Source: an optimization exercise on an open RTL-to-GDS flow (aim: small area). Production flows keep margins and buffers that such runs may drop.
RTL that was checked went through simulation tests only; none was proved equivalent to the original.
For run 1, only the layout was checked, not whether the RTL still works.
Power figures rest on the tool's default switching activity, not on a simulated workload.

File: flow/design.v
package cpu_pkg;
    localparam int DATA_W    = 16;
    localparam int NUM_REGS  = 8;
    localparam int REG_IDX_W = $clog2(NUM_REGS);
    localparam int ENC_W     = 24;      
    localparam logic [6:0] op_mov = 7'd1;
    localparam logic [6:0] op_ldd = 7'd2;
    localparam logic [6:0] op_ldo = 7'd3;
    localparam logic [6:0] op_ldi = 7'd4;
    localparam logic [6:0] op_std = 7'd5;
    localparam logic [6:0] op_sto = 7'd6;
    localparam logic [6:0] op_add = 7'd7;
    localparam logic [6:0] op_adi = 7'd8;
    localparam logic [6:0] op_adc = 7'd9;
    localparam logic [6:0] op_sub = 7'd10;
    localparam logic [6:0] op_suc = 7'd11;
    localparam logic [6:0] op_cmp = 7'd12;
    localparam logic [6:0] op_cmi = 7'd13;
    localparam logic [6:0] op_jmp = 7'd14;
    localparam logic [2:0] jc_always = 3'd0;
    localparam logic [2:0] jc_carry  = 3'd1;
    localparam logic [2:0] jc_eq     = 3'd2;
    localparam logic [2:0] jc_lt     = 3'd3;
    localparam logic [2:0] jc_le     = 3'd4;
    localparam logic [2:0] jc_ovf    = 3'd5;
    function automatic logic [ENC_W-1:0] encode(input logic [31:0] w);
        logic [15:0] imm;
        logic [2:0]  so, fo, tg;
        logic [3:0]  cond;
        logic [2:0]  src;
        logic        inv;
        imm  = w[31:16];
        so   = w[15:13];
        fo   = w[12:10];
        tg   = w[9:7];
        cond = w[10:7];
        src  = jc_always;
        inv  = 1'b0;
        case (cond)
            4'd1:       begin src = jc_carry; inv = 1'b0; end
            4'd2:       begin src = jc_eq;    inv = 1'b0; end
            4'd3:       begin src = jc_lt;    inv = 1'b0; end
            4'd4:       begin src = jc_le;    inv = 1'b1; end
            4'd5:       begin src = jc_le;    inv = 1'b0; end
            4'd6:       begin src = jc_lt;    inv = 1'b1; end
            4'd7:       begin src = jc_eq;    inv = 1'b1; end
            4'd8, 4'd9: begin src = jc_ovf;   inv = 1'b0; end
            default:    begin src = jc_always; inv = 1'b0; end
        endcase
        case (w[6:0])
            op_ldo:  encode = {2'b00, tg, fo, imm};
            op_sto:  encode = {2'b01, fo, so, imm};
            op_adi:  encode = {2'b10, tg, fo, imm};
            op_ldd:  encode = {2'b11, tg, 3'b000, imm};
            op_ldi:  encode = {2'b11, tg, 3'b001, imm};
            op_std:  encode = {2'b11, fo, 3'b010, imm};
            op_cmi:  encode = {2'b11, fo, 3'b011, imm};
            op_add:  encode = {2'b11, tg, 3'b100, 7'd0, 3'b100, so, fo};
            op_adc:  encode = {2'b11, tg, 3'b100, 7'd0, 3'b110, so, fo};
            op_sub:  encode = {2'b11, tg, 3'b100, 7'd0, 3'b101, so, fo};
            op_suc:  encode = {2'b11, tg, 3'b100, 7'd0, 3'b111, so, fo};
            op_cmp:  encode = {2'b11, tg, 3'b100, 7'd0, 3'b001, so, fo};
            op_mov:  encode = {2'b11, tg, 3'b101, 10'd0, fo, 3'd0};
            op_jmp:  encode = {2'b11, 3'd0, 3'b110, 6'd0, inv, src, imm[5:0]};
            default: encode = {2'b11, 3'd0, 3'b111, 16'd0};
        endcase
    endfunction
endpackage
module instr_decoder (
    input  logic                      run,
    input  logic [cpu_pkg::ENC_W-1:0] w,
    input  logic [3:0]                flags,      
    output logic [2:0]                x_sel,
    output logic [2:0]                y_sel,
    output logic [2:0]                w_sel,
    output logic                      use_x,
    output logic                      use_imm,
    output logic                      sub,
    output logic                      use_carry,
    output logic                      reg_we,
    output logic                      flag_we,
    output logic                      load,
    output logic                      mem_read,
    output logic                      mem_write,
    output logic                      jump
);
    logic c3, single, rest;
    logic is_ldo, is_sto, is_adi, is_ldd, is_ldi, is_std, is_cmi, is_alu, is_mov, is_jmp;
    logic cond;
    assign c3     = w[23] & w[22];
    assign single = c3 & ~w[18];
    assign rest   = c3 & w[18];
    assign is_ldo = ~w[23] & ~w[22];
    assign is_sto = ~w[23] & w[22];
    assign is_adi = w[23] & ~w[22];
    assign is_ldd = single & (w[17:16] == 2'd0);
    assign is_ldi = single & (w[17:16] == 2'd1);
    assign is_std = single & (w[17:16] == 2'd2);
    assign is_cmi = single & (w[17:16] == 2'd3);
    assign is_alu = rest & (w[17:16] == 2'd0);
    assign is_mov = rest & (w[17:16] == 2'd1);
    assign is_jmp = rest & (w[17:16] == 2'd2);
    assign x_sel     = ~c3 ? w[18:16] : (w[18] ? w[2:0] : w[21:19]);
    assign y_sel     = rest ? w[5:3] : w[21:19];
    assign w_sel     = w[21:19];
    assign use_x     = ~(is_ldd | is_ldi | is_std | is_mov);
    assign use_imm   = ~rest;
    assign sub       = is_cmi | (is_alu & w[6]);
    assign use_carry = is_alu & w[7];
    assign load      = is_ldo | is_ldd;
    always_comb begin
        case (w[8:6])
            cpu_pkg::jc_carry: cond = flags[1];
            cpu_pkg::jc_eq:    cond = flags[0];
            cpu_pkg::jc_lt:    cond = flags[2];
            cpu_pkg::jc_le:    cond = flags[2] | flags[0];
            cpu_pkg::jc_ovf:   cond = flags[3];
            default:           cond = 1'b1;
        endcase
    end
    assign reg_we    = run & (is_ldo | is_adi | is_ldd | is_ldi | is_mov | (is_alu & w[8]));
    assign flag_we   = run & (is_adi | is_cmi | is_alu);
    assign mem_read  = run & load;
    assign mem_write = run & (is_sto | is_std);
    assign jump      = run & is_jmp & (cond ^ w[9]);
endmodule
module fetch_unit #(
    parameter  int PROG_DEPTH = 64,
    localparam int PC_W       = $clog2(PROG_DEPTH)
) (
    input  logic                     clk,
    input  logic                     run,
    input  logic                     prog_we,
    input  logic [PC_W-1:0]          prog_addr,
    input  logic [31:0]              prog_wdata,
    input  logic [PC_W-1:0]          pc,
    output logic [cpu_pkg::ENC_W-1:0] word
);
    logic [cpu_pkg::ENC_W-1:0] prog_mem [PROG_DEPTH];
    logic [cpu_pkg::ENC_W-1:0] enc;
    logic [PROG_DEPTH-1:0]     sel;
    assign enc = cpu_pkg::encode(prog_wdata);
    always_ff @(posedge clk) begin
        if (prog_we && !run) begin
            prog_mem[prog_addr] <= enc;
        end
    end
    always_comb begin
        for (int i = 0; i < PROG_DEPTH; i++) sel[i] = (pc == PC_W'(i));
    end
    for (genvar b = 0; b < cpu_pkg::ENC_W; b++) begin : g_bit
        logic [PROG_DEPTH-1:0] col;
        for (genvar i = 0; i < PROG_DEPTH; i++) begin : g_w
            assign col[i] = prog_mem[i][b];
        end
        onehot_mux64 u_mux (.sel(sel), .d(col), .y(word[b]));
    end
endmodule
module onehot_mux64 (
    input  logic [63:0] sel,
    input  logic [63:0] d,
    output logic        y
);
    logic [21:0] n;
    for (genvar g = 0; g < 21; g++) begin : g_aoi3
        aoi222 u (.a0(d[3*g]), .s0(sel[3*g]), .a1(d[3*g+1]), .s1(sel[3*g+1]),
                  .a2(d[3*g+2]), .s2(sel[3*g+2]), .y(n[g]));
    end
    assign n[21] = ~(d[63] & sel[63]);
    assign y = ~&n;
endmodule
module aoi222 (
    input  logic a0, s0, a1, s1, a2, s2,
    output logic y
);
    assign y = ~((a0 & s0) | (a1 & s1) | (a2 & s2));
endmodule
module onehot_mux8 (
    input  logic [7:0] sel,
    input  logic [7:0] d,
    output logic       y
);
    logic [2:0] n;
    aoi222 u0 (.a0(d[0]), .s0(sel[0]), .a1(d[1]), .s1(sel[1]), .a2(d[2]), .s2(sel[2]), .y(n[0]));
    aoi222 u1 (.a0(d[3]), .s0(sel[3]), .a1(d[4]), .s1(sel[4]), .a2(d[5]), .s2(sel[5]), .y(n[1]));
    assign n[2] = ~((d[6] & sel[6]) | (d[7] & sel[7]));
    assign y = ~&n;
endmodule
module reg_file (
    input  logic                          clk,
    input  logic                          rst_n,
    input  logic [cpu_pkg::REG_IDX_W-1:0] x_sel,
    input  logic                          x_en,      
    input  logic [cpu_pkg::REG_IDX_W-1:0] y_sel,
    input  logic [cpu_pkg::REG_IDX_W-1:0] w_sel,
    input  logic                          we,
    input  logic [cpu_pkg::DATA_W-1:0]    wdata,
    output logic [cpu_pkg::DATA_W-1:0]    x_data,
    output logic [cpu_pkg::DATA_W-1:0]    y_data
);
    logic [cpu_pkg::DATA_W-1:0]   regs [cpu_pkg::NUM_REGS];
    logic [cpu_pkg::NUM_REGS-1:0] valid;
    logic [cpu_pkg::NUM_REGS-1:0] xs, ys;
    always_ff @(posedge clk or negedge rst_n) begin
        if (!rst_n) begin
            valid <= '0;
        end else if (we) begin
            valid[w_sel] <= 1'b1;
        end
    end
    always_ff @(posedge clk) begin
        if (we) begin
            regs[w_sel] <= wdata;
        end
    end
    always_comb begin
        for (int i = 0; i < cpu_pkg::NUM_REGS; i++) begin
            xs[i] = x_en & valid[i] & (x_sel == 3'(i));
            ys[i] = valid[i] & (y_sel == 3'(i));
        end
    end
    for (genvar b = 0; b < cpu_pkg::DATA_W; b++) begin : g_bit
        logic [cpu_pkg::NUM_REGS-1:0] col;
        for (genvar i = 0; i < cpu_pkg::NUM_REGS; i++) begin : g_r
            assign col[i] = regs[i][b];
        end
        onehot_mux8 u_x (.sel(xs), .d(col), .y(x_data[b]));
        onehot_mux8 u_y (.sel(ys), .d(col), .y(y_data[b]));
    end
endmodule
module alu (
    input  logic                       clk,
    input  logic                       rst_n,
    input  logic [cpu_pkg::DATA_W-1:0] a,
    input  logic [cpu_pkg::DATA_W-1:0] b,
    input  logic                       sub,
    input  logic                       use_carry,
    input  logic                       flag_we,
    output logic [cpu_pkg::DATA_W-1:0] result,
    output logic [3:0]                 flags      
);
    localparam int MSB = cpu_pkg::DATA_W - 1;
    logic [cpu_pkg::DATA_W-1:0] bx;
    logic [cpu_pkg::DATA_W:0]   c;
    logic                       ovf;
    assign bx   = b ^ {cpu_pkg::DATA_W{sub}};
    assign c[0] = sub ^ (use_carry & flags[1]);
    for (genvar i = 0; i < cpu_pkg::DATA_W; i++) begin : g_fa
        full_adder u_fa (.a(a[i]), .b(bx[i]), .ci(c[i]), .s(result[i]), .co(c[i+1]));
    end
    assign ovf = c[cpu_pkg::DATA_W] ^ c[MSB];
    always_ff @(posedge clk or negedge rst_n) begin
        if (!rst_n) begin
            flags <= '0;
        end else if (flag_we) begin
            flags <= {ovf, result[MSB] ^ ovf, c[cpu_pkg::DATA_W] ^ sub, result == '0};
        end
    end
endmodule
module full_adder (
    input  logic a,
    input  logic b,
    input  logic ci,
    output logic s,
    output logic co
);
    assign s  = a ^ b ^ ci;
    assign co = (a & b) | (a & ci) | (b & ci);
endmodule
module cpu_core (
    input  logic        clk,
    input  logic        rst_n,
    input  logic        run,
    input  logic        prog_we,
    input  logic [5:0]  prog_addr,
    input  logic [31:0] prog_wdata,
    input  logic [15:0] mem_rdata,
    output logic        mem_write,
    output logic        mem_read,
    output logic [15:0] mem_addr,
    output logic [15:0] mem_wdata,
    output logic [5:0]  pc
);
    logic [cpu_pkg::ENC_W-1:0] w;
    logic [3:0]  flags;
    logic [2:0]  x_sel, y_sel, w_sel;
    logic        use_x, use_imm, sub, use_carry, reg_we, flag_we, load, jump;
    logic [15:0] x_data, y_data, a, b, result;
    fetch_unit #(.PROG_DEPTH(64)) u_fetch (
        .clk        (clk),
        .run        (run),
        .prog_we    (prog_we),
        .prog_addr  (prog_addr),
        .prog_wdata (prog_wdata),
        .pc         (pc),
        .word       (w)
    );
    instr_decoder u_dec (
        .run       (run),
        .w         (w),
        .flags     (flags),
        .x_sel     (x_sel),
        .y_sel     (y_sel),
        .w_sel     (w_sel),
        .use_x     (use_x),
        .use_imm   (use_imm),
        .sub       (sub),
        .use_carry (use_carry),
        .reg_we    (reg_we),
        .flag_we   (flag_we),
        .load      (load),
        .mem_read  (mem_read),
        .mem_write (mem_write),
        .jump      (jump)
    );
    reg_file u_regs (
        .clk    (clk),
        .rst_n  (rst_n),
        .x_sel  (x_sel),
        .x_en   (use_x),
        .y_sel  (y_sel),
        .w_sel  (w_sel),
        .we     (reg_we),
        .wdata  (load ? mem_rdata : result),
        .x_data (x_data),
        .y_data (y_data)
    );
    assign a = x_data;
    assign b = use_imm ? w[15:0] : y_data;
    alu u_alu (
        .clk       (clk),
        .rst_n     (rst_n),
        .a         (a),
        .b         (b),
        .sub       (sub),
        .use_carry (use_carry),
        .flag_we   (flag_we),
        .result    (result),
        .flags     (flags)
    );
    assign mem_addr  = result;
    assign mem_wdata = y_data;
    always_ff @(posedge clk or negedge rst_n) begin
        if (!rst_n) begin
            pc <= '0;
        end else if (jump) begin
            pc <= w[5:0];
        end else if (run) begin
            pc <= pc + 1'b1;
        end
    end
endmodule
module cpu_top (
    input  logic        clk,
    input  logic        rst_n,
    input  logic        run,
    input  logic        prog_we,
    input  logic [5:0]  prog_addr,
    input  logic [31:0] prog_wdata,
    input  logic [15:0] mem_rdata,
    output logic        mem_write,
    output logic        mem_read,
    output logic [15:0] mem_addr,
    output logic [15:0] mem_wdata,
    output logic [5:0]  pc
);
    cpu_core u_core (
        .clk        (clk),
        .rst_n      (rst_n),
        .run        (run),
        .prog_we    (prog_we),
        .prog_addr  (prog_addr),
        .prog_wdata (prog_wdata),
        .mem_rdata  (mem_rdata),
        .mem_write  (mem_write),
        .mem_read   (mem_read),
        .mem_addr   (mem_addr),
        .mem_wdata  (mem_wdata),
        .pc         (pc)
    );
endmodule
File: flow/run.sh
#!/bin/bash
# synth_recipe.tcl (not shown) runs the flow's synth.tcl, then flattens the netlist and writes it again
# the make line also repeats each setting of config.mk as NAME=value (left out here)
make -C /OpenROAD-flow-scripts/flow DESIGN_CONFIG=/design/flow/config.mk WORK_HOME=/design/flow/orfs CLKGATE_MAP_FILE= SYNTH_SCRIPT=/design/flow/synth_recipe.tcl finish
File: flow/config.mk
export PLATFORM = sky130hd
export DESIGN_NAME = cpu_top
export DESIGN_NICKNAME = cpu_top
export VERILOG_FILES = /design/flow/design.v
export SDC_FILE = /design/flow/constraint.sdc
export NUM_CORES = 4
export LEC_CHECK = 0
export CAP_MARGIN = 20
export CORE_MARGIN = 2
export CORE_UTILIZATION = 45
export CTS_CLUSTER_DIAMETER = 60
export CTS_CLUSTER_SIZE = 30
export PLACE_DENSITY = 0.6
export SLEW_MARGIN = 20
export SYNTH_HIERARCHICAL = 1
File: flow/constraint.sdc
create_clock -name core_clock -period 12.0 [get_ports {clk}]
set_input_delay 2.4000 -clock core_clock [delete_from_list [all_inputs] [get_ports {clk}]]
set_output_delay 2.4000 -clock core_clock [all_outputs]
set_load 0.01 [all_outputs]
==> summary.txt, run 1 <==
Drt:
- The number of remaining DRC errors is 0.
- The detail route stage leaves a number of antenna-violating nets equal to 0.
- The final route contains 36950 vias.
- The count of routing violations after the opening detailed-route iteration is 7680.
- The aggregate routed wire length is 180.7 mm.
- The via density per instance is 6.580.
- The number of search-and-repair iterations in the first detailed-routing pass is 13.
- The average wire length per cell after detail routing is 32.17 µm.

Synth:
- For this run, asynchronously set or reset flops after synthesis account for 1.070%.
- The count of mapped cells out of synthesis is 3060.
- The average instance in the mapped netlist occupies 20.00 µm².
- The synthesized design contains 1664 enable-type register cells.
- Synthesis inferred 1682 register bits.
- After synthesis, flip-flops and latches occupy 82.39% of the total area.
- The unique cell type count in the Yosys netlist is 75.
- The mapped cell area is 61200 µm².
- Yosys printed 11 warnings.
- For this run, the leading register cell type out of synthesis is edfxtp_1.

Cells and area:
- After filler insertion, the fill cell instance count of the layout stands at 10310.
- After the last flow step, the layout net total stands at 3817.
- Compared with the post-synthesis result, the final layout area differs by 20.57%.
- The multi-input gate area in the final layout is 11780 µm².
- The library cell used most frequently in the layout, excluding fill and tap cells, is edfxtp_1.
- In the layout the commonest cells are edfxtp_1, a222oi_1, buf_4.
- The post-route netlist has 26.19% of its cells at a drive strength greater than 1.
- The finished layout holds 5616 standard cells, fillers aside.
- The sequential cell area is 50430 µm².
- The design area is 73790 µm².

Placement:
- At the end of routability-driven placement, the weighted congestion stood at 0.9641.
- Once placement finished, the instance area stood at 69070 µm².
- The number of port buffers is 97.
- The number of placed cells counting well taps is 5379.
- The worst setup timing slack at the placement stage is -1.149 ns.
- Once detailed placement completed, the half-perimeter wirelength came to 114.5 mm.

Critical path:
- For the worst setup path, the data arrival time is 10.90 ns.
- On the critical path, the stage with the largest delay is an instance of fa_2.
- The critical path buffer and inverter count is 6.
- The cell occurring most often along the worst timing path is fa_2.
- STA classifies the critical path startpoint as a flip-flop.
- STA puts the critical path data required time at 9.60 ns.
- The element type at the critical path end is a primary output.
- In this design, the largest share of critical-path delay is due to adder cells.
- The worst setup path is of the flip-flop to primary output kind.
- Along the worst path, the maximum fanout reaches 9.
- The longest individual stage delay on the worst path is 0.59 ns.

Power and ir drop:
- For this design the ratio of total power to cell area is 253.4 nW/µm².
- The static leakage is 22.37 nW.
- Across the VDD grid, the largest voltage drop is 0.0003636 V.

Timing:
- The clock arrives with 0.04223 ns of skew.
- The minimum setup slack in the final design is -1.300 ns.
- For the final routed database, the setup TNS stands at -3.030 ns.
- Setup repair after global routing could not meet its margin everywhere.
- The final count of negative-setup-slack endpoints is 4.
- For the pin with the worst max-slew slack, the measured transition is 1.108 ns.
- The hold violation count in the final report is 0.
- The number of max-slew violations in the final report is 0.
- Timing would allow up to 75.19 MHz.
- The final critical path takes up 110.8% of the cycle.
- The worst path in the final design needs a cycle of 13.30 ns, including I/O delays and setup.
- The relative max-transition margin is 25.90%.

Clock network:
- TritonCTS built the clock tree.
- The H-tree was split into 3 levels.
- The number of CTS-inserted buffers is 107.
- Counting every sink on the clock net gives 1682.
- After clock tree synthesis, the clock-pin slew on the worst setup and hold paths is 0.08 ns.
- The master cell of the clock root buffer is clkbuf_16.
- The clock reaches the later pin of the worst-skew pair after 0.78 ns.
- In this run the deepest clock path goes through 3 buffers.
- In this run, post-CTS hold repair placed 0 buffers.

Floorplan:
- The die is 372.8 µm wide.
- The standard-cell row count is 135.
- The floorplan step defined a die boundary enclosing 139000 µm².
- 98 I/O pins were placed.
- The initial core utilization is 45.23%.
- In this run the vertical extent of the chip is 372.8 µm.
- After floorplanning, the core was sized to cover 135300 µm².

Global routing:
- The aggregate global routing overflow is 0.
- For met2 alone, demand over resource in global routing was 41.46%.
- Entering global routing, the biggest net connects 65 pins.
- In the global route stage, met1 resource usage came out at 34.40%.
- The initial antenna violation count is 3.
- The most utilized layer in the global route result is met2.
- The via count of the first global-routing pass is 36170.
- The global-route met3 utilization is 4.378%.
- The first global-routing pass estimated 255.7 mm of wire.
- For this run, the total global-route usage over all layers was measured as 25.32%.

Outcome:
- The violated checks flagged are setup timing.
- The run finished, with violations left.

Min path:
- The path class of the tightest hold or removal check is flip-flop to flip-flop.

Run:
- The max-capacitance violation count is 0.
modules after synthesis (local to each module, per instance), excerpt:
| module | copies in the design | area [µm²] | cells | flops+latches |
|---|---|---|---|---|
| reg_file | 1 | 4456 | 195 | 136 |
| cpu_core | 1 | 686.9 | 68 | 6 |
| alu | 1 | 382.9 | 39 | 4 |
| instr_decoder | 1 | 371.6 | 55 | 0 |
| onehot_mux64 | 24 | 51.30 | 9 | 0 |
| full_adder | 16 | 20.02 | 1 | 0 |
| onehot_mux8 | 32 | 12.51 | 2 | 0 |
| aoi222 | 568 | 10.01 | 1 | 0 |
metal layers:
metal  vias up  wire length (µm)
li1      15320                 -
met1     19100             68710
met2      2227             87450
met3       308             18180
met4         2              6315
met5         -                10
registers in the layout, indices dropped and copies added, names as in the netlist:
signal and flops:
u_core.u_alu.flags 4, u_core.u_regs.valid 8, u_core.pc 6, u_core.u_fetch.prog_mem 1536
u_core.u_regs.regs 128
cell families after synthesis:
logic type               count (synthesis)  share of synthesized area (%)
XOR/XNOR                                27                         0.3864
adder cells (fa/ha/maj)                 21                         0.6256
buffers and inverters                   46                         0.3926
flip-flops                            1682                          82.39
AND/OR/NAND/NOR                        540                          4.496
AO/OA/AOI/OAI                          704                          10.98
multiplexers                            40                         0.7279
per-stage QoR:
stage               utilization [%]  power [W]  hold slack [ns]
CTS                           54.07    0.01837           0.5220
finish                        54.54    0.01870           0.5228
global route                  54.53    0.01929           0.5366
global placement              51.04    0.01416           0.5032
floorplan                         -    0.01014           0.4482
detailed placement            51.05    0.01423           0.4970
layout make-up:
type | instances | area share, %
Sequential cell | 1682 | 68.34
Multi-Input combinational cell | 1334 | 15.97
Timing Repair Buffer | 604 | 7.246
Clock buffer | 114 | 3.693
Tap cell | 1781 | 3.020
Clock inverter | 87 | 1.672
Inverter | 9 | 0.04578
Antenna cell | 5 | 0.01696
final timing paths:
| check | slack, ns | depth (start not counted) | to | start |
|---|---|---|---|---|
| setup / recovery | -1.30 | 35 | mem_addr[15] | u_core.pc[0] |
| max in group asynchronous | 9.10 | 1 | u_core.pc[5] | rst_n |
| min in group asynchronous | 2.19 | 1 | u_core.u_alu.flags[0] | rst_n |
| hold / removal | 0.52 | 1 | u_core.u_regs.valid[7] | u_core.u_regs.valid[7] |
| hold reg to reg | 0.52 | 1 | u_core.u_regs.valid[7] | u_core.u_regs.valid[7] |
| setup reg to reg | 1.31 | 36 | u_core.u_regs.regs[1][15] | u_core.pc[0] |
repair_timing:
| item | CTS | global route |
|---|---|---|
| setup buffers | 5 | 25 |
| gates resized for setup | 30 | 92 |
| endpoints found under the setup margin | 6 | 7 |
| gates cloned | 0 | 2 |
| pin swaps | 15 | 49 |
where the power goes:
| part | internal [W] | total, W | switching (W) |
|---|---|---|---|
| Sequential | 0.00676 | 0.00690 | 0.000144 |
| Combinational | 0.00330 | 0.00767 | 0.00437 |
| Clock | 0.00197 | 0.00413 | 0.00217 |
synth_stat cells, drive strengths merged, types with 4 or more instances:
cell     instances  area, µm²
or3              7      43.79
nand4          102      644.4
nand2           98      375.4
nor2b           14      87.58
buf             23      153.9
fa              16      320.3
nand3b           4      30.03
a211oi          27      215.2
dfrtp           18      450.4
nand3           73      377.9
xnor2            7      61.31
and2            11      68.82
nor4            28      181.4
a222oi         568       5685
edfxtp        1664      49970
o2bb2ai          4      35.03
nor3             9      50.05
inv              9      33.78
nor2           152      573.1
a31o             7      61.31
mux2i            4      40.04
mux2            36      405.4
a22oi           33      247.7
a21oi           16      87.59
clkbuf          14      52.55
a22o             6      52.55
o21ai           19      95.09
ha               5      62.56
xor2            20      175.2
and3             7      43.79
nand2b          12      75.07
worst register-to-register path, delay by kind of cell, from the launching register on:
kind,cells,cell delay [ns]
xor gates and xnor gates,1,0.16
AOI/OAI and AO/OA,2,0.77
muxes,3,0.93
and+or+nand+nor,8,1.36
buffers and inverters,6,0.91
DFF,1,0.43
adders and majority gates,16,5.85
==> run 2, diff against run 1 <==
--- a/flow/design.v
+++ b/flow/design.v
@@ -241,32 +241,21 @@
 );
     localparam int MSB = cpu_pkg::DATA_W - 1;
     logic [cpu_pkg::DATA_W-1:0] bx;
-    logic [cpu_pkg::DATA_W:0]   c;
+    logic                       cin;
+    logic                       cout;
     logic                       ovf;
-    assign bx   = b ^ {cpu_pkg::DATA_W{sub}};
-    assign c[0] = sub ^ (use_carry & flags[1]);
-    for (genvar i = 0; i < cpu_pkg::DATA_W; i++) begin : g_fa
-        full_adder u_fa (.a(a[i]), .b(bx[i]), .ci(c[i]), .s(result[i]), .co(c[i+1]));
-    end
-    assign ovf = c[cpu_pkg::DATA_W] ^ c[MSB];
+    assign bx  = b ^ {cpu_pkg::DATA_W{sub}};
+    assign cin = sub ^ (use_carry & flags[1]);
+    assign {cout, result} = {1'b0, a} + {1'b0, bx} + {{cpu_pkg::DATA_W{1'b0}}, cin};
+    assign ovf = (a[MSB] == bx[MSB]) && (result[MSB] != a[MSB]);
     always_ff @(posedge clk or negedge rst_n) begin
         if (!rst_n) begin
             flags <= '0;
         end else if (flag_we) begin
-            flags <= {ovf, result[MSB] ^ ovf, c[cpu_pkg::DATA_W] ^ sub, result == '0};
+            flags <= {ovf, result[MSB] ^ ovf, cout ^ sub, result == '0};
         end
     end
 endmodule
-module full_adder (
-    input  logic a,
-    input  logic b,
-    input  logic ci,
-    output logic s,
-    output logic co
-);
-    assign s  = a ^ b ^ ci;
-    assign co = (a & b) | (a & ci) | (b & ci);
-endmodule
 module cpu_core (
     input  logic        clk,
     input  logic        rst_n,
--- a/flow/config.mk
+++ b/flow/config.mk
@@ -8,8 +8,6 @@
 export CAP_MARGIN = 20
 export CORE_MARGIN = 2
 export CORE_UTILIZATION = 45
-export CTS_CLUSTER_DIAMETER = 60
-export CTS_CLUSTER_SIZE = 30
 export PLACE_DENSITY = 0.6
 export SLEW_MARGIN = 20
 export SYNTH_HIERARCHICAL = 1
==> run 2 against run 1 <==
Now clean on timing, DRC and antenna. Utilization shrank 1.5 points. Combinational power decreased by 14%. Via count shrank 1.4%. Final area shrank 2.4%. Synthesized cell count grew 3.4%. Count of clock-buffer cells in the layout increased by 95.
==> summary.txt, run 2 <==
Outcome:
- The flow ran to the end and the layout has no timing, DRC or antenna violations.

Critical path:
- The element type at the critical path end is a primary output.
- Together, buffers and inverters on the worst path number 5.
- The maximum fanout along the worst path is 24.
- The depth of the most critical reg-to-reg path is 23.
- The cell type group with the largest total delay on the critical path is simple AND/OR/NAND/NOR gates.
- At the worst endpoint, the required time is 9.60 ns.
- The startpoint class of the critical path is a flip-flop.
- The worst register-to-register path ends at u_core.u_alu.flags[0].
- The critical path is of the flip-flop to primary output type.
- The master of the slowest instance on the critical path is nor4_1.
- Across all register-to-register paths, the minimum setup slack is 3.05 ns.
- The arrival time at the worst endpoint is 9.39 ns.
- For this run, the slowest stage of the critical path takes 0.85 ns.
- In this run the critical register-to-register path is launched from u_core.pc[5].

Cells and area:
- The most common library cell in the layout ignoring fill and taps is edfxtp_1.
- The register with the most flip-flops is u_core.u_fetch.prog_mem.
- In the final design database the tool counted 3652 nets.
- The area added between synthesis and finish is 16.62%.
- The largest registers in the layout are u_core.u_fetch.prog_mem x1536, u_core.u_regs.regs x128, u_core.u_regs.valid x8.
- The core utilization of the finished layout is 53.03%.
- In the layout the commonest cells are edfxtp_1, a222oi_1, buf_4.
- Of the cells placed in the final design, the portion with a size suffix greater than 1 is 17.58%.
- The flip-flop count of the largest register, all copies and words added is 1536.
- The finished cells cover 72010 µm².

Power and ir drop:
- The sequential cell fraction of total power is 37.0%.
- In this run the power density over the cells is 258.9 nW/µm².
- The internal power component is 0.01207 W.
- The static leakage is 21.40 nW.
- IR analysis of the VDD net gives a maximum drop of 0.0002312 V.
- The fraction of power spent switching nets is 35.27%.
- The clock network is responsible for 27.7% of the overall power.
- Combinational cells account for 35.3% of the total power.
- The power dissipated by switching net loads is 0.006574 W.

Timing:
- Adding up every negative setup slack in the final design gives 0 ns.
- Setup repair after global routing left no endpoint under its margin.
- The final count of negative-setup-slack endpoints is 0.
- The final clock skew is 0.03547 ns.
- The post-route clock period utilization is 98.21%.
- The final critical path time including I/O delays and setup is 11.79 ns.
- The minimum setup slack in the final design is 0.2144 ns.
- In this run the tightest slew margin relative to its limit is 19.35%.
- The maximum operating frequency is 84.85 MHz.
- The transition time at the pin with the least slew margin is 1.199 ns.
- The hold violation count in the final report is 0.
- The number of max-slew violations in the final report is 0.

Drt:
- The detail route stage leaves a number of antenna-violating nets equal to 0.
- After the first detailed-routing iteration, the DRC count stood at 7309.
- The via density per instance is 6.637.
- The pre-antenna-repair detailed-routing pass consisted of 13 iterations.
- In the routed design, unresolved DRC markers number 0.
- The via total after detailed routing is 36440.
- The aggregate routed wire length is 179.1 mm.
- The average wire length per cell after detail routing is 32.61 µm.

Synth:
- The proportion of netlist area held by the largest area contributor is 80.92%.
- The Yosys step of the flow raised 11 warnings.
- For this run, the leading register cell type out of synthesis is edfxtp_1.
- After synthesis, the share of flip-flops with an asynchronous set or reset is 1.070%.
- The dominant cell type by area after synthesis is edfxtp_1.
- A synthesized cell averages 19.52 µm².
- Synthesis handed over a netlist of 3164 instances.
- The mapped cell area is 61750 µm².
- Sequential elements use 81.65% of the synthesized area.
- After synthesis, the cell types taking the most area are edfxtp_1, a222oi_1, nand4_1.
- By count the netlist is led by edfxtp_1, a222oi_1, nor2_1, nand2_1, nand4_1.
- The unique cell type count in the Yosys netlist is 88.
- edfxtp_1 is the most common cell in the netlist.
- The number of synthesized flops with an enable pin is 1664.
- Counting flops and latches in the post-synthesis netlist gives 1682.

Clock network:
- The clock tree synthesis step divided the H-tree into 4 levels.
- The number of sinks handled by clock tree synthesis is 1682.
- The count of cells resized by post-cts repair is 0.
- The number of CTS-inserted buffers is 167.
- For the worst-skew pair, the clock arrives at the later sink with an insertion delay of 0.79 ns.
- TritonCTS built the clock tree.
- Counting along the longest clock path gives a buffer depth of 3.
- The post-CTS repair timing setup buffer count is 0.
- After clock tree synthesis, the clock-pin slew on the worst setup and hold paths is 0.06 ns.
- The master cell of the clock root buffer is clkbuf_16.
- Buffers inserted to repair hold after CTS numbered 0.

Placement:
- Before CTS, the worst setup slack after placement is 1.011 ns.
- The placed instance area is 66570 µm².
- During placement, the flow inserted port buffers numbering 97.
- After legalization and detailed placement, the total HPWL measured 108.5 mm.
- The global placer's final weighted congestion is 0.8905.

Global routing:
- The initial antenna violation count came to 2.
- After global routing the overflow that remains totals 0.
- The via count of the first global-routing pass came to 34510.
- The total global-route track usage is 25.10%.
- The largest net degree at the start of global routing is 65.
- The global-route wire length before repair is 254.1 mm.

Run:
- Across the run, the number of max-cap violations was 0.

Floorplan:
- The width of the die is 374.4 µm.
- The initialized floorplan defines 135 standard-cell rows.
- The die area is 140200 µm².
- The initial utilization of the core area, before any placement, comes to 45.47%.
- During I/O placement, the number of pins put on the boundary was 98.
- The vertical die dimension is 374.4 µm.
- The core area is 135800 µm².

Min path:
- The worst hold path belongs to the class flip-flop to flip-flop.
- In this run the most critical hold path is launched from u_core.u_alu.flags[0].
- The end point of the worst hold path is u_core.u_alu.flags[0].
- Along the worst hold path, the cell count comes to 2.
## run 2: cell families after synthesis
logic type / Yosys count / synth area share (%)
AO/OA/AOI/OAI: 753 / 11.43
adder cells (fa/ha/maj): 22 / 0.4701
multiplexers: 41 / 0.7375
XOR/XNOR: 34 / 0.4822
AND/OR/NAND/NOR: 574 / 4.780
flip-flops: 1682 / 81.65
buffers and inverters: 58 / 0.4518
## run 2: worst max path at each step
stage / start / endpoint / slack [ns] / cells past startpoint
floorplan: u_core.pc[5] / mem_addr[10] / 2.77 / 24
global placement: u_core.pc[4] / mem_addr[10] / 1.08 / 23
detailed placement: u_core.pc[5] / mem_addr[10] / 1.01 / 24
CTS: u_core.pc[5] / mem_addr[10] / 0.10 / 24
global route: u_core.pc[0] / mem_addr[10] / 0.008 / 23
finish: u_core.pc[5] / mem_addr[14] / 0.21 / 25
## run 2: final cells by class
cell class / count / area, µm²
clock inverters: 97 / 1020
multi-input cells: 1424 / 11560
clock buffers: 209 / 4388
fillers: 10720 / 63790
diodes: 1 / 2.502
well taps: 1781 / 2228
flip-flops and latches: 1682 / 50420
repair buffers: 277 / 2317
inverters: 20 / 75.07
## run 2: worst reg2reg max path, stage by stage, from the launching register on
cell and delay, ns:
dfrtp_1 0.45, nand2b_1 0.50, buf_4 0.32, nor2_2 0.05
buf_4 0.24, a222oi_1 0.79, nand4_1 0.48, nor4_1 0.85
nand2_1 0.47, o21ai_0 0.26, o21ai_0 0.23, nor2_1 0.20
and3_1 0.81, a222oi_1 0.25, nand3_1 0.16, inv_1 0.07
fa_1 0.49, inv_1 0.10, fa_1 0.48, or3_2 0.49
or4_1 0.42, nor4_2 0.26, o2111ai_1 0.24, o41ai_2 0.25
## run 2: Yosys stat by module, one instance, submodules excluded, a selection
module | cells inside | cell area [µm²] | copies in the design | flip-flops and latches
reg_file | 195 | 4456 | 1 | 136
alu | 159 | 1257 | 1 | 4
cpu_core | 68 | 686.9 | 1 | 6
instr_decoder | 55 | 371.6 | 1 | 0
onehot_mux64 | 9 | 51.30 | 24 | 0
onehot_mux8 | 2 | 12.51 | 32 | 0
aoi222 | 1 | 10.01 | 568 | 0
## run 2: power groups by stage
stage | registers, W | logic [W] | clock network (W)
CTS | 0.00690 | 0.00650 | 0.00522
detailed placement | 0.00702 | 0.00648 | 0
global placement | 0.00701 | 0.00645 | 0
global route | 0.00693 | 0.00693 | 0.00544
floorplan | 0.00699 | 0.00329 | 0
finish | 0.00691 | 0.00658 | 0.00516
## run 2: per-stage QoR
stage               std cells  hold WS, ns  total power, W
floorplan                3164       0.4475         0.01027
global placement         5184       0.4873         0.01346
detailed placement       5184       0.4910         0.01350
CTS                      5490       0.5063         0.01863
global route             5490       0.5249         0.01931
finish                   5491       0.5017         0.01864
## run 2: layer usage
layer  wire length, µm  vias to the layer above  track usage (%)  share of wire [%]
li1                  -                    15210                -                  -
met1             71050                    18780            35.52                 40
met2             84160                     2189            39.32                 47
met3             18250                      263            4.689                 10
met4              5607                        2            8.453                3.1
met5                10                        -                0             0.0056
==> run 3, diff against run 2 <==
--- a/flow/design.v
+++ b/flow/design.v
@@ -51,18 +51,18 @@
             op_ldo:  encode = {2'b00, tg, fo, imm};
             op_sto:  encode = {2'b01, fo, so, imm};
             op_adi:  encode = {2'b10, tg, fo, imm};
-            op_ldd:  encode = {2'b11, tg, 3'b000, imm};
-            op_ldi:  encode = {2'b11, tg, 3'b001, imm};
-            op_std:  encode = {2'b11, fo, 3'b010, imm};
-            op_cmi:  encode = {2'b11, fo, 3'b011, imm};
-            op_add:  encode = {2'b11, tg, 3'b100, 7'd0, 3'b100, so, fo};
-            op_adc:  encode = {2'b11, tg, 3'b100, 7'd0, 3'b110, so, fo};
-            op_sub:  encode = {2'b11, tg, 3'b100, 7'd0, 3'b101, so, fo};
-            op_suc:  encode = {2'b11, tg, 3'b100, 7'd0, 3'b111, so, fo};
-            op_cmp:  encode = {2'b11, tg, 3'b100, 7'd0, 3'b001, so, fo};
-            op_mov:  encode = {2'b11, tg, 3'b101, 10'd0, fo, 3'd0};
-            op_jmp:  encode = {2'b11, 3'd0, 3'b110, 6'd0, inv, src, imm[5:0]};
-            default: encode = {2'b11, 3'd0, 3'b111, 16'd0};
+            op_ldd:  encode = {2'b11, 3'b000, tg, imm};
+            op_ldi:  encode = {2'b11, 3'b001, tg, imm};
+            op_std:  encode = {2'b11, 3'b010, fo, imm};
+            op_cmi:  encode = {2'b11, 3'b011, fo, imm};
+            op_add:  encode = {2'b11, 3'b100, fo, 7'd0, 3'b100, so, tg};
+            op_adc:  encode = {2'b11, 3'b100, fo, 7'd0, 3'b110, so, tg};
+            op_sub:  encode = {2'b11, 3'b100, fo, 7'd0, 3'b101, so, tg};
+            op_suc:  encode = {2'b11, 3'b100, fo, 7'd0, 3'b111, so, tg};
+            op_cmp:  encode = {2'b11, 3'b100, fo, 7'd0, 3'b001, so, tg};
+            op_mov:  encode = {2'b11, 3'b101, 3'd0, 10'd0, fo, tg};
+            op_jmp:  encode = {2'b11, 3'b110, 3'd0, 6'd0, inv, src, imm[5:0]};
+            default: encode = {2'b11, 3'b111, 19'd0};
         endcase
     endfunction
 endpackage
@@ -88,21 +88,21 @@
     logic is_ldo, is_sto, is_adi, is_ldd, is_ldi, is_std, is_cmi, is_alu, is_mov, is_jmp;
     logic cond;
     assign c3     = w[23] & w[22];
-    assign single = c3 & ~w[18];
-    assign rest   = c3 & w[18];
+    assign single = c3 & ~w[21];
+    assign rest   = c3 & w[21];
     assign is_ldo = ~w[23] & ~w[22];
     assign is_sto = ~w[23] & w[22];
     assign is_adi = w[23] & ~w[22];
-    assign is_ldd = single & (w[17:16] == 2'd0);
-    assign is_ldi = single & (w[17:16] == 2'd1);
-    assign is_std = single & (w[17:16] == 2'd2);
-    assign is_cmi = single & (w[17:16] == 2'd3);
-    assign is_alu = rest & (w[17:16] == 2'd0);
-    assign is_mov = rest & (w[17:16] == 2'd1);
-    assign is_jmp = rest & (w[17:16] == 2'd2);
-    assign x_sel     = ~c3 ? w[18:16] : (w[18] ? w[2:0] : w[21:19]);
-    assign y_sel     = rest ? w[5:3] : w[21:19];
-    assign w_sel     = w[21:19];
+    assign is_ldd = single & (w[20:19] == 2'd0);
+    assign is_ldi = single & (w[20:19] == 2'd1);
+    assign is_std = single & (w[20:19] == 2'd2);
+    assign is_cmi = single & (w[20:19] == 2'd3);
+    assign is_alu = rest & (w[20:19] == 2'd0);
+    assign is_mov = rest & (w[20:19] == 2'd1);
+    assign is_jmp = rest & (w[20:19] == 2'd2);
+    assign x_sel     = w[18:16];
+    assign y_sel     = ~c3 ? w[21:19] : (w[21] ? w[5:3] : w[18:16]);
+    assign w_sel     = ~c3 ? w[21:19] : (w[21] ? w[2:0] : w[18:16]);
     assign use_x     = ~(is_ldd | is_ldi | is_std | is_mov);
     assign use_imm   = ~rest;
     assign sub       = is_cmi | (is_alu & w[6]);
@@ -138,15 +138,26 @@
 );
     logic [cpu_pkg::ENC_W-1:0] prog_mem [PROG_DEPTH];
     logic [cpu_pkg::ENC_W-1:0] enc;
-    logic [PROG_DEPTH-1:0]     sel;
+    logic [PROG_DEPTH-1:0]     sel;        
+    logic [PROG_DEPTH-1:0]     row_we;     
+    logic [7:0]                rd_lo, rd_hi, wr_lo, wr_hi;
     assign enc = cpu_pkg::encode(prog_wdata);
-    always_ff @(posedge clk) begin
-        if (prog_we && !run) begin
-            prog_mem[prog_addr] <= enc;
+    always_comb begin
+        for (int i = 0; i < 8; i++) begin
+            rd_lo[i] = (pc[2:0] == 3'(i));
+            rd_hi[i] = (pc[5:3] == 3'(i));
+            wr_lo[i] = prog_we & ~run & (prog_addr[2:0] == 3'(i));
+            wr_hi[i] = (prog_addr[5:3] == 3'(i));
         end
     end
-    always_comb begin
-        for (int i = 0; i < PROG_DEPTH; i++) sel[i] = (pc == PC_W'(i));
+    for (genvar i = 0; i < PROG_DEPTH; i++) begin : g_row
+        and2_drv u_rd (.a(rd_lo[i % 8]), .b(rd_hi[i / 8]), .y(sel[i]));
+        and2_drv u_wr (.a(wr_lo[i % 8]), .b(wr_hi[i / 8]), .y(row_we[i]));
+        always_ff @(posedge clk) begin
+            if (row_we[i]) begin
+                prog_mem[i] <= enc;
+            end
+        end
     end
     for (genvar b = 0; b < cpu_pkg::ENC_W; b++) begin : g_bit
         logic [PROG_DEPTH-1:0] col;
@@ -186,6 +197,13 @@
     assign n[2] = ~((d[6] & sel[6]) | (d[7] & sel[7]));
     assign y = ~&n;
 endmodule
+module and2_drv (
+    input  logic a,
+    input  logic b,
+    output logic y
+);
+    assign y = a & b;
+endmodule
 module reg_file (
     input  logic                          clk,
     input  logic                          rst_n,
@@ -241,21 +259,52 @@
 );
     localparam int MSB = cpu_pkg::DATA_W - 1;
     logic [cpu_pkg::DATA_W-1:0] bx;
-    logic                       cin;
-    logic                       cout;
+    logic [4:0]                 bc;       
     logic                       ovf;
-    assign bx  = b ^ {cpu_pkg::DATA_W{sub}};
-    assign cin = sub ^ (use_carry & flags[1]);
-    assign {cout, result} = {1'b0, a} + {1'b0, bx} + {{cpu_pkg::DATA_W{1'b0}}, cin};
+    assign bx    = b ^ {cpu_pkg::DATA_W{sub}};
+    assign bc[0] = sub ^ (use_carry & flags[1]);
+    rca4 u_b0 (.a(a[3:0]), .b(bx[3:0]), .ci(bc[0]), .s(result[3:0]), .co(bc[1]));
+    for (genvar k = 1; k < 4; k++) begin : g_blk
+        logic [3:0] s0, s1;
+        logic       c0, c1;
+        rca4 u_0 (.a(a[4*k+3:4*k]), .b(bx[4*k+3:4*k]), .ci(1'b0), .s(s0), .co(c0));
+        rca4 u_1 (.a(a[4*k+3:4*k]), .b(bx[4*k+3:4*k]), .ci(1'b1), .s(s1), .co(c1));
+        assign result[4*k+3:4*k] = bc[k] ? s1 : s0;
+        assign bc[k+1]           = bc[k] ? c1 : c0;
+    end
     assign ovf = (a[MSB] == bx[MSB]) && (result[MSB] != a[MSB]);
     always_ff @(posedge clk or negedge rst_n) begin
         if (!rst_n) begin
             flags <= '0;
         end else if (flag_we) begin
-            flags <= {ovf, result[MSB] ^ ovf, cout ^ sub, result == '0};
+            flags <= {ovf, result[MSB] ^ ovf, bc[4] ^ sub, result == '0};
         end
     end
 endmodule
+module rca4 (
+    input  logic [3:0] a,
+    input  logic [3:0] b,
+    input  logic       ci,
+    output logic [3:0] s,
+    output logic       co
+);
+    logic [4:0] c;
+    assign c[0] = ci;
+    for (genvar i = 0; i < 4; i++) begin : g_fa
+        full_adder u_fa (.a(a[i]), .b(b[i]), .ci(c[i]), .s(s[i]), .co(c[i+1]));
+    end
+    assign co = c[4];
+endmodule
+module full_adder (
+    input  logic a,
+    input  logic b,
+    input  logic ci,
+    output logic s,
+    output logic co
+);
+    assign s  = a ^ b ^ ci;
+    assign co = (a & b) | (a & ci) | (b & ci);
+endmodule
 module cpu_core (
     input  logic        clk,
     input  logic        rst_n,
==> flow/flow/run.sh (new file) <==
#!/bin/bash
set -euo pipefail
export CTS_ARGS="-sink_clustering_enable -repair_clock_nets -dont_use_dummy_load -sink_clustering_size 30 -sink_clustering_max_diameter 60"
export BUFFER_PORTS_ARGS="-buffer_cell sky130_fd_sc_hd__buf_2"
bash standard.sh > standard.log 2>&1
==> flow/standard.sh (new file) <==
#!/bin/bash
# synth_recipe.tcl (not shown) runs the flow's synth.tcl, then flattens the netlist and writes it again
# the make line also repeats each setting of config.mk as NAME=value (left out here)
make -C /OpenROAD-flow-scripts/flow DESIGN_CONFIG=/design/flow/config.mk WORK_HOME=/design/flow/orfs CLKGATE_MAP_FILE= SYNTH_SCRIPT=/design/flow/synth_recipe.tcl "${@:-finish}"
--- a/flow/config.mk
+++ b/flow/config.mk
@@ -8,6 +8,8 @@
 export CAP_MARGIN = 20
 export CORE_MARGIN = 2
 export CORE_UTILIZATION = 45
+export CTS_CLUSTER_DIAMETER = 60
+export CTS_CLUSTER_SIZE = 30
 export PLACE_DENSITY = 0.6
 export SLEW_MARGIN = 20
 export SYNTH_HIERARCHICAL = 1
removed: flow/run.sh
==> run 3 against run 2 <==
Maximum frequency is 1.5% higher. First-iteration DRC count is 3.3% lower. Critical path type unchanged. Largest power group unchanged. Highest routed layer unchanged. Sequential power is 3.8% lower. Register-to-register slack worse by 0.04 ns. Synthesized cell count is 1.9% lower. Non-clock buffer count is 18 higher. Still clean. Utilization is 2.8 points lower. Worst setup slack better by 0.18 ns. Global-route usage is 0.59 points lower. Final area is 4.3% lower. Count of clock-buffer cells in the layout is 101 lower. Die area is 0.44% higher.
==> summary.txt, run 3 <==
Cells and area:
- The library cells used most frequently in the layout, excluding fill and tap cells, are edfxtp_1, a222oi_1, buf_4.
- In the final layout, the registers with the most flip-flops are u_core.u_fetch.prog_mem x1536, u_core.u_regs.regs x128, u_core.u_regs.valid x8.
- Compared with the post-synthesis result, the final layout area differs by 11.11%.
- For this run, the post-layout net count is 3576.
- The register with the most flip-flops in the layout has 1536 of them.
- The register with the most flip-flops is u_core.u_fetch.prog_mem.
- Cells fill 50.25% of the core in the end.
- The fraction of layout instances using a drive strength above 1 is 14.33%.
- Leaving out fill and tap cells, the most frequent cell in the layout is edfxtp_1.
- The number of cells in the finished layout apart from fillers is 5280.

Timing:
- The final clock skew is 0.07831 ns.
- The number of max-slew violations in the final report came to 0.
- Hold is met by 0.5029 ns.
- The final count of negative-setup-slack endpoints is 0.
- Measured against its own limit, the worst slew margin works out to 14.19%.
- The worst path needs 11.61 ns of the cycle, external delays included.
- Setup repair after global routing left no endpoint under its margin.
- The hold violation count in the final report is 0.
- Timing would allow up to 86.14 MHz.
- The worst path meets setup with 0.3916 ns of slack.
- The post-route clock period utilization is 96.74%.
- The transition time at the pin with the least slew margin is 1.275 ns.
- The summed negative setup slack over all endpoints is 0 ns.

Placement:
- At the placement stage, the worst setup path has a slack of 0.8767 ns.
- After legalization and detailed placement, the total HPWL measured 109.7 mm.
- At the end of routability-driven placement, the weighted congestion stood at 0.9084.
- During placement, the flow inserted port buffers numbering 97.
- The number of placed cells counting well taps is 5166.

Power and ir drop:
- The power dissipated by switching net loads is 0.006057 W.
- Per report_power, the combinational group accounts for 40.0% of the total.
- The fraction of power spent switching nets is 36.42%.
- The highest ir drop seen on vdd is 0.0004625 V.
- Sequential cells account for 40.0% of the total power.
- The power per standard cell area is 241.4 nW/µm².
- The static leakage is 20.47 nW.
- The part of the total power dissipated in the clock network is 20.1%.
- The internal power component is 0.01058 W.

Run:
- Max-cap violations in this run came to 0.

Synth:
- edfxtp_1 is the most common cell in the netlist.
- The most used flip-flop cell after synthesis is edfxtp_1.
- The number of different library cells used by synthesis comes to 77.
- Sorting the synthesized cells by how often they occur yields edfxtp_1, a222oi_1, and2_1, nand4_1, nand2_1.
- The number of synthesized flops with an enable pin is 1664.
- The dominant cell type by area after synthesis is edfxtp_1.
- The async set-reset flop share out of synthesis is 1.070%.
- Sequential elements use 81.28% of the synthesized area.
- In this run the cell area of the synthesized design comes to 62030 µm².
- The number of warning messages in the yosys log is 12.
- After synthesis, the mean cell area works out to 19.98 µm².
- The proportion of netlist area held by the largest area contributor is 80.56%.
- Sorting the synthesized cells by area gives the leading types as edfxtp_1, a222oi_1, and2_1.
- Synthesis inferred 1682 register bits.
- In the synthesized netlist, the number of instances is 3105.

Global routing:
- The via count of the first global-routing pass is 33420.
- The global-route wire length before repair is 248.0 mm.
- Entering global routing, the biggest net connects 65 pins.
- Global routing used 24.52% of the available tracks.
- The initial antenna violation count came to 12.
- Summed over all layers, the global routing overflow is 0.

Clock network:
- The number of H-tree branching levels is 3.
- The number of sinks handled by clock tree synthesis is 1682.
- Clock tree synthesis inserted a total of 108 buffers.
- The post-cts hold buffer count is 0.
- TritonCTS built the clock tree.
- The buffer levels on the longest clock path is 3.
- The master cell of the clock root buffer is clkbuf_16.
- The clock slew at the register clock pins of the worst setup and hold paths is 0.07 ns.
- The later-pin clock latency in the skew report is 0.76 ns.

Drt:
- Dividing the detail-routed via count by the number of cells gives 6.717.
- The average wire length per cell after detail routing is 33.35 µm.
- The detailed router finished its first iteration with 7071 violations.
- The aggregate routed wire length is 176.1 mm.
- The number of remaining DRC errors is 0.
- The number of search-and-repair iterations in the first detailed-routing pass is 15.
- The via total after detailed routing is 35470.
- The count of nets left with antenna violations once routing finished came out at 0.

Floorplan:
- Once the floorplan was initialized, standard cells occupied 45.23% of the core.
- The top-level port count is 98.
- The width of the die is 375.3 µm.
- The standard-cell row count is 136.
- The die area is 140800 µm².
- From bottom edge to top edge, the die measures 375.3 µm.
- The floorplan step defined a core boundary enclosing 137200 µm².

Critical path:
- The element type at the critical path end is a primary output.
- The startpoint of the most critical register-to-register path is u_core.pc[3].
- The destination of the worst register-to-register timing path is u_core.u_regs.regs[7][13].
- The depth of the most critical reg-to-reg path is 24.
- The critical path ends at mem_addr[14].
- The worst setup path is of the flip-flop to primary output kind.
- STA puts the critical path data required time at 9.60 ns.
- The maximum fanout along the worst path is 17.
- Data on the critical path arrives at its endpoint at 9.21 ns.
- STA classifies the critical path startpoint as a flip-flop.
- The critical path starts at u_core.pc[3].
- The worst register-to-register path has a setup slack of 3.01 ns.

Min path:
- The path class of the tightest hold or removal check is flip-flop to flip-flop.

Outcome:
- The run finished with no timing, DRC or antenna violations.
## run 3: cell types whose count changed after synthesis, sizes merged, moves of 11 or more
cell,delta
nand3,-16
nand2,-12
and2,+130
fa,+26
o21ai,-11
nor2,-117
ha,-15
## run 3: power groups by stage
stage               registers [W]  logic (W)  clock network (W)
global placement          0.00677    0.00647                  0
CTS                       0.00664    0.00652            0.00339
detailed placement        0.00677    0.00649                  0
floorplan                 0.00676    0.00372                  0
global route              0.00666    0.00709            0.00359
finish                    0.00665    0.00665            0.00334
## run 3: timing repair
item / in CTS / in global routing
setup endpoints to repair: 0 / 4
resized for setup: 0 / 4
hold endpoints to repair: 0 / 0
setup buffers: 0 / 3
## run 3: critical path: stages, from the launching register on
cell	delay [ns]
dfrtp_1	0.59
and3b_1	0.32
and2_1	0.46
buf_4	0.32
a222oi_1	0.40
nand4_1	0.48
nor4_1	0.62
nand2_1	0.35
nand2_1	0.15
a21oi_1	0.09
buf_4	0.18
and4b_1	0.17
buf_4	0.20
a222oi_1	0.34
nand3_1	0.21
mux2_2	0.32
xor2_1	0.16
fa_1	0.43
fa_1	0.39
fa_1	0.39
fa_1	0.57
mux2i_4	0.34
mux2i_1	0.44
mux2_2	0.40
buf_2	0.14
## run 3: modules after synthesis, one instance, submodules excluded, a selection
module / cells inside / times used / area, µm²
onehot_mux64: 9 / 24 / 51.30
aoi222: 1 / 568 / 10.01
full_adder: 1 / 28 / 20.02
onehot_mux8: 2 / 32 / 12.51
alu: 84 / 1 / 691.9
and2_drv: 1 / 128 / 6.256
## run 3: logic make-up after synthesis
| logic type | count (synthesis) | share of synthesized area [%] |
|---|---|---|
| mux | 49 | 0.8976 |
| flops | 1682 | 81.28 |
| buf+inv | 39 | 0.3933 |
| fa+ha+maj | 33 | 1.005 |
| other cells | 2 | 0.01211 |
| simple gates | 562 | 5.190 |
| xor+xnor | 26 | 0.3671 |
| compound gates | 712 | 10.85 |
## run 3: area by class of cell
class	count	area [µm²]
timing repair buffer	295	1972
fill	10990	68240
inverter	10	37.54
tap	1794	2245
antenna	3	7.507
clock buffer	108	2703
multi-input combinational	1388	11530
sequential	1682	50420
## run 3: worst min-delay path by stage
stage,start,endpoint,slack [ns],depth (start not counted)
floorplan,u_core.u_regs.valid[0],u_core.u_regs.valid[0],0.44,1
global placement,u_core.u_regs.valid[2],u_core.u_regs.valid[2],0.49,1
detailed placement,u_core.u_regs.valid[2],u_core.u_regs.valid[2],0.49,1
CTS,u_core.u_regs.valid[7],u_core.u_regs.valid[7],0.50,1
global route,u_core.u_regs.valid[2],u_core.u_regs.valid[2],0.52,1
finish,u_core.u_regs.valid[7],u_core.u_regs.valid[7],0.50,1
## run 3: metal layers
layer  vias up  wire (µm)  GRT usage [%]
li1      14760          -              -
met1     18450      69540          34.55
met2      1989      82590          38.97
met3       258      18660          4.666
met4        10       5229          7.380
met5         -         63              0
## run 3: per-stage QoR
stage | power (W) | instance area [µm²]
finish | 0.01663 | 68920
global route | 0.01733 | 68910
CTS | 0.01655 | 68860
detailed placement | 0.01326 | 66160
global placement | 0.01324 | 66150
floorplan | 0.01048 | 62040
==> run 4, diff against run 3 <==
==> flow/run.sh (new file) <==
#!/bin/bash
# synth_recipe.tcl (not shown) runs the flow's synth.tcl, then flattens the netlist and writes it again
# the make line also repeats each setting of config.mk as NAME=value (left out here)
make -C /OpenROAD-flow-scripts/flow DESIGN_CONFIG=/design/flow/config.mk WORK_HOME=/design/flow/orfs CLKGATE_MAP_FILE= SYNTH_SCRIPT=/design/flow/synth_recipe.tcl finish
removed: flow/flow/run.sh
removed: flow/standard.sh
==> run 4 against run 3 <==
Final area grew 2.9%. Total power grew 9.5%. Worst setup slack lost 0.11 ns.
==> summary.txt, run 4 <==
Global routing:
- The initial antenna violation count is 4.
- The via count of the first global-routing pass is 33590.
- The total global-route track usage is 24.14%.
- Global routing finished with a remaining overflow of 0.
- Entering global routing, the biggest net connects 65 pins.
- The global-route wire length before repair is 245.7 mm.

Critical path:
- The arrival time at the worst endpoint is 9.32 ns.
- The startpoint identified for the worst register-to-register timing path is u_core.pc[0].
- The critical path goes through and3b_1 -> and2_1 -> buf_4 -> a222oi_1 -> nand4_1 -> nor4_1 -> buf_4 -> nand2_1 -> a21oi_1 -> a21oi_4 -> and4b_1 -> a222oi_1 -> nand3_1 -> mux2_2 -> xor2_1 -> fa_1 -> fa_1 -> fa_1 -> fa_1 -> mux2i_4 -> mux2i_2 -> mux2_2 -> clkdlybuf4s50_1.
- The maximum fanout along the worst path is 21.
- The element type at the critical path end is a primary output.
- On the worst path, the slowest cell contributes a delay of 0.59 ns.
- Counting stages on the worst path, the most repeated cell is fa_1.
- For the worst flop-to-flop path, the logic depth is 23.
- Across all register-to-register paths, the minimum setup slack is 3.26 ns.
- STA classifies the critical path startpoint as a flip-flop.
- The data required time of the worst path is 9.60 ns.
- The slowest stage of the critical path belongs to the cell a222oi_1.
- The worst register-to-register path ends at u_core.u_regs.regs[1][12].
- The startpoint-to-endpoint class of the critical path is flip-flop to primary output.

Clock network:
- The clock slew at the register clock pins of the worst setup and hold paths is 0.08 ns.
- The buffer levels on the longest clock path is 3.
- The clock tree from TritonCTS is yes.
- The number of sinks handled by clock tree synthesis is 1682.
- The post-cts hold buffer count is 0.
- The later-pin clock latency in the skew report is 0.77 ns.
- Clock tree synthesis selected as its root buffer the cell clkbuf_16.
- The number of H-tree branching levels is 3.
- In this run, CTS created clock tree buffers numbering 109.

Synth:
- Yosys attributes the largest share of cell area to edfxtp_1, a222oi_1, and2_1.
- The number of synthesized flops with an enable pin is 1664.
- In the synthesized netlist the dominant register cell turns out to be edfxtp_1.
- The unique cell type count in the Yosys netlist is 77.
- The most common cell in the synthesized netlist is edfxtp_1.
- The mean post-synth cell area is 19.98 µm².
- The sequential area share after synthesis is 81.28%.
- The count of mapped cells out of synthesis is 3105.
- The proportion of netlist area held by the largest area contributor is 80.56%.
- The number of warning messages in the yosys log is 12.
- In this run, synthesis produced a sequential element count of 1682.
- The async set-reset flop share out of synthesis is 1.070%.
- The dominant cell type by area after synthesis is edfxtp_1.
- By count the netlist is led by edfxtp_1, a222oi_1, and2_1, nand4_1, nand2_1.
- The synthesized netlist occupies a cell area of 62030 µm².

Timing:
- The transition time at the pin with the least slew margin is 1.171 ns.
- The post-route clock period utilization is 97.68%.
- The hold violation count in the final report is 0.
- Setup repair after global routing left no endpoint under its margin.
- The maximum operating frequency is 85.31 MHz.
- The number of max-slew violations in the final report was 0.
- After routing, the total negative slack on setup checks comes to 0 ns.
- The final clock skew is 0.06581 ns.
- The worst pin sits at a relative slew slack of 21.47%.
- The final count of negative-setup-slack endpoints is 0.
- The worst path in the final design needs a cycle of 11.72 ns, including I/O delays and setup.

Floorplan:
- The total area inside the core boundary comes to 137200 µm².
- In this run the horizontal extent of the chip is 375.3 µm.
- The floorplan step defined a die boundary enclosing 140800 µm².
- 98 I/O pins were placed.
- The vertical die dimension is 375.3 µm.
- After floorplanning, the core was divided into 136 placement rows.
- Once the floorplan was initialized, standard cells occupied 45.23% of the core.

Drt:
- The number of search-and-repair iterations in the first detailed-routing pass is 13.
- The average wire length per cell after detail routing is 32.30 µm.
- The count of antenna-violating nets left after detailed routing is 0.
- The via total after detailed routing is 35650.
- After detailed routing, the number of vias per cell comes to 6.621.
- The number of remaining DRC errors is 0.
- Summed over all layers, the routed wires come to 173.9 mm.
- For this block, the initial DRC count from the detailed router was 7187.

Power and ir drop:
- The analysis attributes to cell leakage a power of 21.14 nW.
- IR analysis of the VDD net gives a maximum drop of 0.0005624 V.
- The total power consumption of the routed design is 0.01821 W.
- The power per standard cell area is 256.9 nW/µm².

Run:
- The tool flagged a number of max-cap violations equal to 0.

Min path:
- Counting instances, the worst hold path has a depth of 1.
- In this run the most critical hold path is launched from u_core.u_regs.valid[6].
- The worst hold path class is flip-flop to flip-flop.
- The end point of the worst hold path is u_core.u_regs.valid[6].

Cells and area:
- Leaving out fill and tap cells, the most frequent cells in the layout are edfxtp_1, a222oi_1, buf_4.
- The post-route netlist has 14.19% of its cells at a drive strength greater than 1.
- The flip-flop count of the largest register, all copies and words added is 1536.
- For this run, the post-layout net count is 3583.
- The sequential cell area is 50420 µm².
- The multi-input combinational cells in the finished layout cover a total of 11580 µm².
- The largest registers in the layout are u_core.u_fetch.prog_mem x1536, u_core.u_regs.regs x128, u_core.u_regs.valid x8.
- Leaving out fill and tap cells, the most frequent cell in the layout is edfxtp_1.
- Counting the fill cells in the layout gives 10890.
- The register with the most flip-flops is u_core.u_fetch.prog_mem.
- The area growth from synthesis to layout is 14.29%.

Placement:
- The number of port buffers is 97.
- The HPWL after detailed placement is 108.8 mm.
- Routability-driven placement finished with a final weighted congestion of 0.8639.

Outcome:
- The run finished with no timing, DRC or antenna violations.
==> run 4: cell type report <==
| type | instances | area share, % |
|---|---|---|
| well taps | 1794 | 3.166 |
| clock buffers | 116 | 3.913 |
| clock inverters | 91 | 1.880 |
| inverters | 10 | 0.05295 |
| repair buffers | 301 | 3.523 |
| flip-flops and latches | 1682 | 71.12 |
| diodes | 2 | 0.007060 |
| multi-input cells | 1388 | 16.34 |
==> run 4: kinds of logic (layout without fill, tap and decap cells) <==
logic type	count (synthesis)	in the layout	synth area share, %
other	2	8	0.01211
adder cells (fa/ha/maj)	33	33	1.005
AND/OR/NAND/NOR	562	562	5.190
XOR/XNOR	26	26	0.3671
multiplexers	49	49	0.8976
flip-flops	1682	1682	81.28
buffers and inverters	39	518	0.3933
AO/OA/AOI/OAI	712	712	10.85
==> run 4: stage by stage <==
| stage | hold WS, ns | setup WS (ns) | cells | area, µm² | util (%) |
|---|---|---|---|---|---|
| 6_report | 0.5072 | 0.2783 | 5384 | 70890 | 51.69 |
| 5_1_grt | 0.5203 | 0.006666 | 5382 | 70890 | 51.69 |
| 4_1_cts | 0.5037 | 0.04757 | 5380 | 70840 | 51.65 |
| 3_5_place_dp | 0.4816 | 0.5287 | 5173 | 66700 | 48.63 |
| 3_3_place_gp | 0.4944 | 0.6551 | 5173 | 66680 | 48.62 |
| 2_1_floorplan | 0.4443 | 2.175 | 3109 | 62040 | - |
==> run 4: modules after synthesis (local to each module, per instance), excerpt <==
module | flip-flops and latches | times used | area (µm²) | cells
instr_decoder | 0 | 1 | 330.3 | 60
full_adder | 0 | 28 | 20.02 | 1
cpu_core | 6 | 1 | 686.9 | 68
aoi222 | 0 | 568 | 10.01 | 1
reg_file | 136 | 1 | 4454 | 194
and2_drv | 0 | 128 | 6.256 | 1
onehot_mux8 | 0 | 32 | 12.51 | 2
alu | 4 | 1 | 691.9 | 84
onehot_mux64 | 0 | 24 | 51.30 | 9
==> run 4: routing by layer <==
metal / GRT usage [%] / routed length [µm] / part of all wire (%)
met5: 0 / 13 / 0.0075
met4: 7.070 / 4737 / 2.7
met3: 4.177 / 17800 / 10
met2: 38.26 / 82250 / 47
met1: 34.50 / 69120 / 40
==> run 4: worst max-delay path, delay by kind of cell (launching register included) <==
kind	cells	cell delay [ns]
adders and majority gates	4	1.78
and+or+nand+nor	7	2.18
buffers and inverters	3	0.92
AOI/OAI and AO/OA	4	1.47
xor gates and xnor gates	1	0.16
DFF	1	0.57
muxes	4	1.42
==> run 4: repair_timing <==
item | in CTS | in global routing
setup buffers | 0 | 2
gates resized for setup | 6 | 6
endpoints found under the setup margin | 4 | 6
==> run 4: power breakdown <==
part | internal [W] | switching, W | total [W] | leakage [nW]
Combinational | 0.00296 | 0.00432 | 0.00728 | 5.50
Clock | 0.00215 | 0.00213 | 0.00428 | 1.98
Sequential | 0.00657 | 0.0000762 | 0.00664 | 13.7
Total | 0.0117 | 0.00653 | 0.0182 | 21.1
==> run 4: worst max-delay path by stage <==
stage                 startpoint            to  slack [ns]  cells after the start
detailed placement  u_core.pc[1]  mem_addr[14]        0.53                     22
CTS                 u_core.pc[1]  mem_addr[14]        0.05                     23
finish              u_core.pc[0]  mem_addr[14]        0.28                     23
global route        u_core.pc[0]  mem_addr[13]       0.007                     24
floorplan           u_core.pc[2]  mem_addr[12]        2.17                     23
global placement    u_core.pc[0]  mem_addr[12]        0.66                     24

## port drivers added, routing unchanged
The results above use ideal ports. As a check the final layouts listed here were re-extracted and re-timed, cells and wires unchanged. Step 1, drivers: a clkbuf_16 drives clk and a buf_2 each remaining input, both assumed. Step 2 moves the port delays by t, midway between the first and last clock arrival at a register: inputs arrive t later, outputs are due t later. That takes back most of the time a late clock gives input paths. Three values: no drivers, after step 1, after step 2; two values: the first two.
run	t, ns	slack for setup (ns)	worst setup path after step 2	worst slew at a driven data input, ns	cell pins on the clock port's net
run 1	0.837	-1.300 / -1.377 / -0.541	register to output	0.04	1
run 2	0.849	0.214 / 0.141 / 0.990	register to output	0.06	1
run 3	0.800	0.392 / 0.309 / 1.109	register to output	0.17	1
run 4	0.809	0.278 / 0.206 / 1.015	register to output	0.05	1
